Background: an optimization exercise with open tools, aiming at small area, a short achievable clock period and few clock cycles per item. Do not read the settings as production practice.
Only simulation tests tie the RTL to the original design; equivalence was not proved.
Power is estimated from default activity; no workload was simulated.

File: design.v
module i3c_ram_1p_pipe #(
    parameter int Width           = 32,
    parameter int Depth           = 128,
    parameter int DataBitsPerMask = 8,
    parameter int OutRegs         = 1,
    parameter int ZeroInit        = 1,
    localparam int Aw             = $clog2(Depth)
) (
    input  logic             clk_i,
    input  logic             rst_i,
    input  logic             req_i,
    output logic             gnt_o,
    input  logic             write_i,
    input  logic [Aw-1:0]    addr_i,
    input  logic [Width-1:0] wdata_i,
    input  logic [Width-1:0] wmask_i,
    output logic [Width-1:0] rdata_o,
    output logic             rvalid_o,
    output logic             rerr_o,
    output logic             init_done_o
);
    localparam int NumGroups = Width / DataBitsPerMask;
    localparam int Stages    = OutRegs + 1;
    localparam logic [Aw:0]   DepthW   = (Aw + 1)'(Depth);
    localparam logic [Aw-1:0] LastAddr = Aw'(Depth - 1);
    typedef enum logic [0:0] {
        ST_INIT  = 1'b0,
        ST_READY = 1'b1
    } state_e;
    state_e                 state_r;
    logic [Aw-1:0]          init_cnt_r;
    logic                   init_done_r;
    logic [Width-1:0]       mem_r [Depth];
    logic                   gnt_s;
    logic                   rd_s;
    logic                   in_range_s;
    logic                   sweep_s;
    logic                   init_last_s;
    logic [NumGroups-1:0]   mem_we_s;
    logic [Aw-1:0]          mem_addr_s;
    logic [Width-1:0]       mem_wdata_s;
    logic [Width-1:0]       data_r  [Stages];
    logic                   valid_r [Stages];
    logic                   err_r   [Stages];
    assign gnt_s       = req_i & init_done_r & ~rst_i;
    assign rd_s        = gnt_s & ~write_i;
    assign in_range_s  = ({1'b0, addr_i} < DepthW);
    assign sweep_s     = (state_r == ST_INIT) & ~rst_i;
    assign init_last_s = (init_cnt_r == LastAddr);
    always_ff @(posedge clk_i or posedge rst_i) begin
        if (rst_i) begin
            state_r     <= (ZeroInit != 0) ? ST_INIT : ST_READY;
            init_cnt_r  <= '0;
            init_done_r <= (ZeroInit != 0) ? 1'b0 : 1'b1;
        end else begin
            case (state_r)
                ST_INIT: begin
                    if (init_last_s) begin
                        state_r     <= ST_READY;
                        init_done_r <= 1'b1;
                        init_cnt_r  <= '0;
                    end else begin
                        init_cnt_r  <= init_cnt_r + Aw'(1);
                    end
                end
                ST_READY: begin
                    state_r     <= ST_READY;
                    init_done_r <= 1'b1;
                end
                default: begin
                    state_r     <= (ZeroInit != 0) ? ST_INIT : ST_READY;
                    init_cnt_r  <= '0;
                    init_done_r <= (ZeroInit != 0) ? 1'b0 : 1'b1;
                end
            endcase
        end
    end
    always_comb begin
        mem_we_s    = '0;
        mem_addr_s  = addr_i;
        mem_wdata_s = wdata_i;
        if (sweep_s) begin
            mem_we_s    = '1;
            mem_addr_s  = init_cnt_r;
            mem_wdata_s = '0;
        end else if (gnt_s && write_i && in_range_s) begin
            for (int g = 0; g < NumGroups; g++) begin
                mem_we_s[g] = &wmask_i[g*DataBitsPerMask +: DataBitsPerMask];
            end
        end else begin
            mem_we_s = '0;
        end
    end
    always_ff @(posedge clk_i) begin
        for (int g = 0; g < NumGroups; g++) begin
            if (mem_we_s[g]) begin
                mem_r[mem_addr_s][g*DataBitsPerMask +: DataBitsPerMask] <=
                    mem_wdata_s[g*DataBitsPerMask +: DataBitsPerMask];
            end
        end
    end
    always_ff @(posedge clk_i or posedge rst_i) begin
        if (rst_i) begin
            for (int k = 0; k < Stages; k++) begin
                data_r[k]  <= '0;
                valid_r[k] <= 1'b0;
                err_r[k]   <= 1'b0;
            end
        end else begin
            valid_r[0] <= rd_s;
            err_r[0]   <= rd_s & ~in_range_s;
            if (rd_s) begin
                data_r[0] <= in_range_s ? mem_r[addr_i] : '0;
            end
            for (int k = 1; k < Stages; k++) begin
                valid_r[k] <= valid_r[k-1];
                err_r[k]   <= valid_r[k-1] & err_r[k-1];
                if (valid_r[k-1]) begin
                    data_r[k] <= data_r[k-1];
                end
            end
        end
    end
    assign gnt_o       = gnt_s;
    assign rdata_o     = data_r[Stages-1];
    assign rvalid_o    = valid_r[Stages-1];
    assign rerr_o      = err_r[Stages-1];
    assign init_done_o = init_done_r;
endmodule
File: run.sh
#!/bin/bash
# synth_recipe.tcl (not shown) runs the flow's synth.tcl, then flattens the netlist and writes it again
# the make line also repeats each setting of config.mk as NAME=value (left out here)
make -C /OpenROAD-flow-scripts/flow DESIGN_CONFIG=/design/flow/config.mk WORK_HOME=/design/flow/orfs CLKGATE_MAP_FILE= SYNTH_SCRIPT=/design/flow/synth_recipe.tcl finish
File: config.mk
export PLATFORM = sky130hd
export DESIGN_NAME = i3c_ram_1p_pipe
export DESIGN_NICKNAME = i3c_ram_1p_pipe
export VERILOG_FILES = /design/flow/design.v
export SDC_FILE = /design/flow/constraint.sdc
export NUM_CORES = 4
export LEC_CHECK = 0
export CAP_MARGIN = 20
export CORE_MARGIN = 2
export CORE_UTILIZATION = 50
export PLACE_DENSITY = 0.6
export SLEW_MARGIN = 20
export SYNTH_MEMORY_MAX_BITS = 8192
File: constraint.sdc
create_clock -name core_clock -period 3.2 [get_ports {clk_i}]
set_input_delay 0.6400 -clock core_clock [delete_from_list [all_inputs] [get_ports {clk_i}]]
set_output_delay 0.6400 -clock core_clock [all_outputs]
set_load 0.01 [all_outputs]
==> results by group <==
Layout
  • Fillers: about 23000
  • Area grow syn2layout: 20.0%
  • Most common cell after layout, fill and taps aside: edfxtp_1
  • Fraction of layout cells with a size suffix above 1: 30.2%
  • Total Nets Final: 9702
  • Final std cells w/o fill: between 10000 and 15000
  • Commonest cells after routing, fill and taps aside: edfxtp_1, buf_4, mux2i_1, mux4_2, nor2_1
  • Finished Core Util: 60.2%

Drt
  • Routed Antenna Nets: 0
  • DR vias/cell: between 6 and 7
  • Routed WL: ~460000 um
  • Initial DRC Count: 10600
  • First drt pass iteration count: 6
  • Routed length per placed instance: around 32 um
  • DRC errors left: 0
  • Vias: a little under 90000

Die
  • Initial Util: approximately half
  • Die height: around 570 um
  • Core Area: 323000 sq um
  • Die Area: roughly 330000 sq um
  • Placement Rows: between 200 and 250
  • DIE WIDTH: 573 um
  • # IOs: approximately 110

Worst setup path
  • Worst setup SP type: register
  • Reg2Reg Setup Slack: 180 ps
  • CP arrival: 3900 ps
  • Crit Path Category: register to register
  • Slowest CP cell: nor4_2
  • Required time worst endpoint: about 4000 ps
  • Worst setup EP type: register
  • Delay-heaviest family, CP: simple AND/OR/NAND/NOR gates
  • Maximum fanout along the worst path: 4
  • Worst path max stage delay: between 500 and 600 ps
  • Cells along the critical path: nand2_1 -> or3_4 -> inv_1 -> buf_12 -> nand2_1 -> buf_4 -> buf_4 -> nor4_2 -> buf_4 -> o21ai_0 -> o311ai_1
  • Worst path bufs/invs: 5
  • Cell repeated most along the worst path: buf_4

Clock network
  • CTS tree: yes
  • Htree depth: 5
  • Clk sinks: between 4000 and 5000
  • Clk Latency, worst-skew pair: a little under 1000 ps
  • Number of CTS-inserted buffers: about 420
  • Clock tree root driver cell: clkbuf_16
  • Hold buffers post-CTS: 0
  • Clock-pin transition on the worst setup and hold timing paths: approximately 60 ps
  • Clk buf depth: 4

Global routing
  • Initial antenna violation count: 20
  • First-pass GRT wire length: 654000 um
  • Largest net degree at the start of global routing: 70
  • Global route overflow: 0
  • GRT Util Overall: about 28%
  • Vias in the first global route: about 88000

Outcome
  • Outcome: finished clean

Timing
  • Final period util: between 90 and 100%
  • Fmax achieved: ~330 MHz
  • Max Slew Vio Count: 0
  • Unrepaired setup endpoints after global routing: no
  • Worst Clk Skew: between 30 and 40 ps
  • Fin. Hold Viols: 0
  • # setup viols final: 0
  • Actual slew at the worst max-slew pin: between 900 and 1000 ps
  • Rel. slew slack: roughly two fifths
  • Fin crit period: between 3000 and 4000 ps
  • Hold Slack: ~270 ps

Logic synthesis
  • Post-synthesis cell area: about 160000 sq um
  • Asr flop ratio synth: roughly 1.8%
  • Sequential area share after synthesis: between 70% and 80%
  • Synthesized area per cell: approximately 20 sq um
  • Synthesized instance count: 8080
  • Synth warnings: 4
  • Net Count, Synth: a little over 8000
  • Synth Flop Type: edfxtp_1
  • Number of synthesized register bits: 4171
  • Post-synth EDFFs: slightly above 4000
  • Synth cell types: between 50 and 60

Pwr
  • VDD IR-drop max: 0.736 mV
  • Leak: 66.7 nW
  • PwrDens: around 600 nW/um^2

Placed design
  • # port buffers: around 110
  • GPL Wtd Cong: 0.903
  • DP HPWL: around 310000 um
  • Number of instances in the placed design: ~14000

Job
  • MaxCap Viol Count: 0

Hold path
  • Worst hold path type: input port to async pin
[power breakdown]
part           switching, mW  internal, mW
clock                   20.7          29.0
combinational           4.09          2.52
sequential            0.0203          60.0
[cell type report]
class	count	area, sq um	share of cell area (%)
sequential	4171	125000	64.2
multi-input combinational	3386	34500	17.7
timing repair buffer	1646	15800	8.13
clock buffer	535	11200	5.74
tap	4325	5410	2.78
clock inverter	240	2790	1.43
inverter	5	21.3	0.0109
antenna	2	5.00	0.00257
[cell usage after synthesis, types with 72 or more instances]
library cell	count	area [sq um]
mux2i_1	788	7890
nand2_1	128	480
buf_2	83	415
mux4_2	685	15400
nor3_1	102	510
o22ai_1	215	1350
buf_6	77	867
nor2_1	582	2180
edfxtp_1	4096	123000
clkbuf_1	228	856
dfrtp_1	75	1880
a21oi_1	120	601
a22oi_1	203	1520
nand3_1	72	360
[through the flow]
step	power, mW	TNS [ps]	setup slack [ps]	instance area [sq um]
after floorplan	64.5	-66860	-261	162000
after global placement	67.7	-725350	-734	181000
after detailed placement	67.8	-761550	-759	181000
after CTS	117	0	154	195000
after global routing	119	0	52.5	195000
final	116	0	184	195000
[sequential cells by signal (all words and copies together) (netlist names)]
signal,flops
data_r,64
init_cnt_r,7
init_done_r,1
mem_r,4096
state_r,1
valid_r,2
[final timing paths]
path	to	start	cells past startpoint
hold / removal	init_cnt_r[2]	rst_i	3
setup reg to reg	data_r[0][22]	init_done_r	11
min in group core_clock	mem_r[111][9]	wdata_i[9]	2
max in group asynchronous	valid_r[0]	rst_i	4
hold reg to reg	init_done_r	init_done_r	1
setup / recovery	data_r[0][22]	init_done_r	11
[cell families (layout without fill, tap and decap cells)]
family                     Yosys count  after routing  share of synthesized area [%]
DFF                               4171           4171                           77.0
muxes                             1544           1544                           14.9
and+or+nand+nor                   1012           1012                           2.69
AOI/OAI and AO/OA                  823            823                           3.50
buffers and inverters              523           2426                           1.86
xor gates and xnor gates             5              5                         0.0270
adders and majority gates            1              1                        0.00772
other                                1              3                        0.00231
[timing repair]
action	in CTS	in global routing
resized for setup	1	0
setup buffers	0	0
endpoints found under the setup margin	1	0
[worst reg2reg max path, cell delays in order (launching register included)]
cell	delay (ps)
dfrtp_1	360
nand2_1	70
or3_4	410
inv_1	170
buf_12	120
nand2_1	260
buf_4	300
buf_4	180
nor4_2	530
buf_4	210
o21ai_0	190
o311ai_1	140
[metal layers]
layer  track usage (%)  part of all wire [%]
met5                 0                 0.022
met4              9.52                   3.9
met3              4.34                   8.1
met2              44.7                    48
met1              39.7                    40
Testbench counts, summed over its fixed seeds: cycles 160,015, items 160,000.

==> static timing again, ports no longer ideal <==
The results above use ideal ports. As a check the final layout listed here was re-extracted and re-timed, cells and wires unchanged. Step 1: set_driving_cell puts a clkbuf_16 on clk_i and a buf_2 on each other input, an assumption about the parent block. Step 2 adds t to the input delays and takes it off the output delays; t is the mean of the earliest and latest rising clock arrival at the registers after step 1. Input paths then give back, and output paths get back, about the clock's delay inside the block. a / b / c = no drivers / after step 1 / after step 2; a / b = the first two.
shift t [ns]: 1.054
setup slack, ns: 0.184 / 0.087 / -0.593
slew at the worst register clock pin (ns): 0.07 / 0.07
pins driven straight from the clock port: 1
With both steps, setup timing fails in this run, where it was met with ideal ports. For this run, drivers alone change the setup slack by -0.097 ns; drivers and shift together by -0.777 ns.
